This is an optimization exercise on Yosys and OpenROAD, whose aim is small area, not a production implementation. Function was checked by simulation only, so behaviour that the tests miss may differ from the original. Power and IR drop assume default switching activity.

run A:
Design uart_echo_top, start of the top module:
module uart_echo_top #(
    parameter int CLOCKS_PER_BIT = uart_pkg::CLOCKS_PER_BIT_DEFAULT,
    parameter int FIFO_DEPTH     = uart_pkg::FIFO_DEPTH_DEFAULT
) (
    input  logic clk,
    input  logic i_reset,
    input  logic i_uart_rx,
    output logic o_uart_tx
);
    logic            rx_valid;
    uart_pkg::byte_t rx_data;
    logic            fifo_valid;
    uart_pkg::byte_t fifo_data;
    logic            tx_ready;
    uart_rx #(
        .CLOCKS_PER_BIT (CLOCKS_PER_BIT)
    ) uart_rx0 (
        .clk       (clk),
        .i_reset   (i_reset),
        .i_uart_rx (i_uart_rx),
        .o_valid   (rx_valid),
        .o_data    (rx_data)
    );
    byte_fifo #(
        .FIFO_DEPTH (FIFO_DEPTH)
    ) byte_fifo0 (
        .clk     (clk),
        .i_reset (i_reset),
        .i_valid (rx_valid),
        .i_data  (rx_data),
        .o_valid (fifo_valid),
        .o_data  (fifo_data),
        .i_ready (tx_ready)
    );
    uart_tx #(
        .CLOCKS_PER_BIT (CLOCKS_PER_BIT)
    ) uart_tx0 (
        .clk       (clk),
        .i_reset   (i_reset),
        .i_valid   (fifo_valid),
        .i_data    (fifo_data),
        .o_ready   (tx_ready),
        .o_uart_tx (o_uart_tx)
    );
endmodule
export LEC_CHECK = 0
export CAP_MARGIN = 20
export CORE_MARGIN = 2
export CORE_UTILIZATION = 70
export CTS_BUF_LIST = sky130_fd_sc_hd__clkbuf_8
export CTS_CLUSTER_DIAMETER = 60
export CTS_CLUSTER_SIZE = 20
export SLEW_MARGIN = 20
create_clock -name core_clock -period 8.0 [get_ports {clk}]
standard.sh (not shown) runs the stock make flow with config.mk's settings and CLKGATE_MAP_FILE= SYNTH_SCRIPT=/design/flow/synth_recipe.tcl, a recipe that flattens the netlist after the stock synthesis.
==> flow/flow/run.sh <==
#!/bin/bash
# Standard layout, with the clock tree built without dummy loads.
set -euo pipefail
export CTS_ARGS="-sink_clustering_enable -repair_clock_nets -dont_use_dummy_load -buf_list sky130_fd_sc_hd__clkbuf_8 -sink_clustering_size 18 -sink_clustering_max_diameter 60"
bash standard.sh > flow_make.log 2>&1
Modified inputs, run B compared to run A
==> flow/flow/run.sh <==
#!/bin/bash
# The standard layout (the standard.sh, whole), except that the clock
# tree is built without dummy loads and with clkbuf_4 buffers and leaf clusters of at most 12
# sinks within 50 um. make's full output goes to flow_make.log here; each
# tool's own log is under orfs/logs/
set -euo pipefail
export CTS_ARGS="-sink_clustering_enable -repair_clock_nets -dont_use_dummy_load -buf_list sky130_fd_sc_hd__clkbuf_4 -sink_clustering_size 12 -sink_clustering_max_diameter 50"
bash standard.sh > flow_make.log 2>&1
[summary]
[run B vs run A] data arrival time of the worst path: higher in run B. Looking at final worst slack, run B sits 0.25 ns below run A. In run B, the hold slack came out 0.030 ns below the value in run A. Run B was carried through to the last stage, and its layout satisfied the timing, design-rule and antenna checks. Diff run A -> run B: power per cell area went down 1.9%; first-iteration DRC count went up 18; wire length reported by the detailed router held; area overhead of the layout relative to synthesis went down 0.88 points. Run B ended with less wire length the detailed router placed on met1 than run A. Sequential share of cell area: run B vs run A up 0.76 points. | power consumption | run B vs run A | 0.42 mW lower |. Against run A, clock power in run B came out better.
#### Input delta (run C over run B)
==> flow/flow/run.sh <==
#!/bin/bash
# The standard layout (the standard.sh, whole), except that the clock
# tree is built without dummy loads and with leaf clusters of at most 20
# sinks within 55 um. make's full output goes to flow_make.log here; each
# tool's own log is under orfs/logs/
set -euo pipefail
export CTS_ARGS="-sink_clustering_enable -repair_clock_nets -dont_use_dummy_load -buf_list sky130_fd_sc_hd__clkbuf_8 -sink_clustering_size 20 -sink_clustering_max_diameter 55"
bash standard.sh > flow_make.log 2>&1
-- flow/config.mk --
<<< run B, line 9
export CORE_MARGIN = 2
export CORE_UTILIZATION = 70
export CTS_BUF_LIST = sky130_fd_sc_hd__clkbuf_8
>>> run C, line 9
export CORE_MARGIN = 2
export CORE_UTILIZATION = 75
export CTS_BUF_LIST = sky130_fd_sc_hd__clkbuf_8
[summary]
For the ratio of final minimum period to clock period, run C came in 3.5 points lower than run B did. What run C reported for first-pass GRT wire length has to be multiplied by 0.847 to get the figure for run B. Routed wire length went up by more than 10% going from run B to run C. Diff run B -> run C: number of diodes added for antenna fixing went down 5; sequential share of layout area held; clock-buffer cell count went down 78; standard cell area after detailed placement held; design area held.

[what the ideal ports hide]
Ports are ideal in the flow. The routed layouts listed here were re-timed in OpenROAD. Step 1: set_driving_cell puts a clkbuf_16 on clk and a buf_2 on each other input, an assumption about the parent block. Step 2 moves the port delays by t, midway between the first and last clock arrival at a register: inputs arrive t later, outputs are due t later. That takes back most of the time a late clock gives input paths. Three values: no drivers, after step 1, after step 2; two values: the first two.
run	t, ns	setup slack, ns	hold WS [ns]
run A	0.799	3.936 / 3.882 / 4.682	0.304 / 0.304 / 0.304
run B	1.008	3.685 / 3.631 / 4.639	0.274 / 0.274 / 0.274
run C	0.762	3.967 / 3.911 / 4.672	0.288 / 0.288 / 0.288
After both steps setup and hold are still met in every run listed.
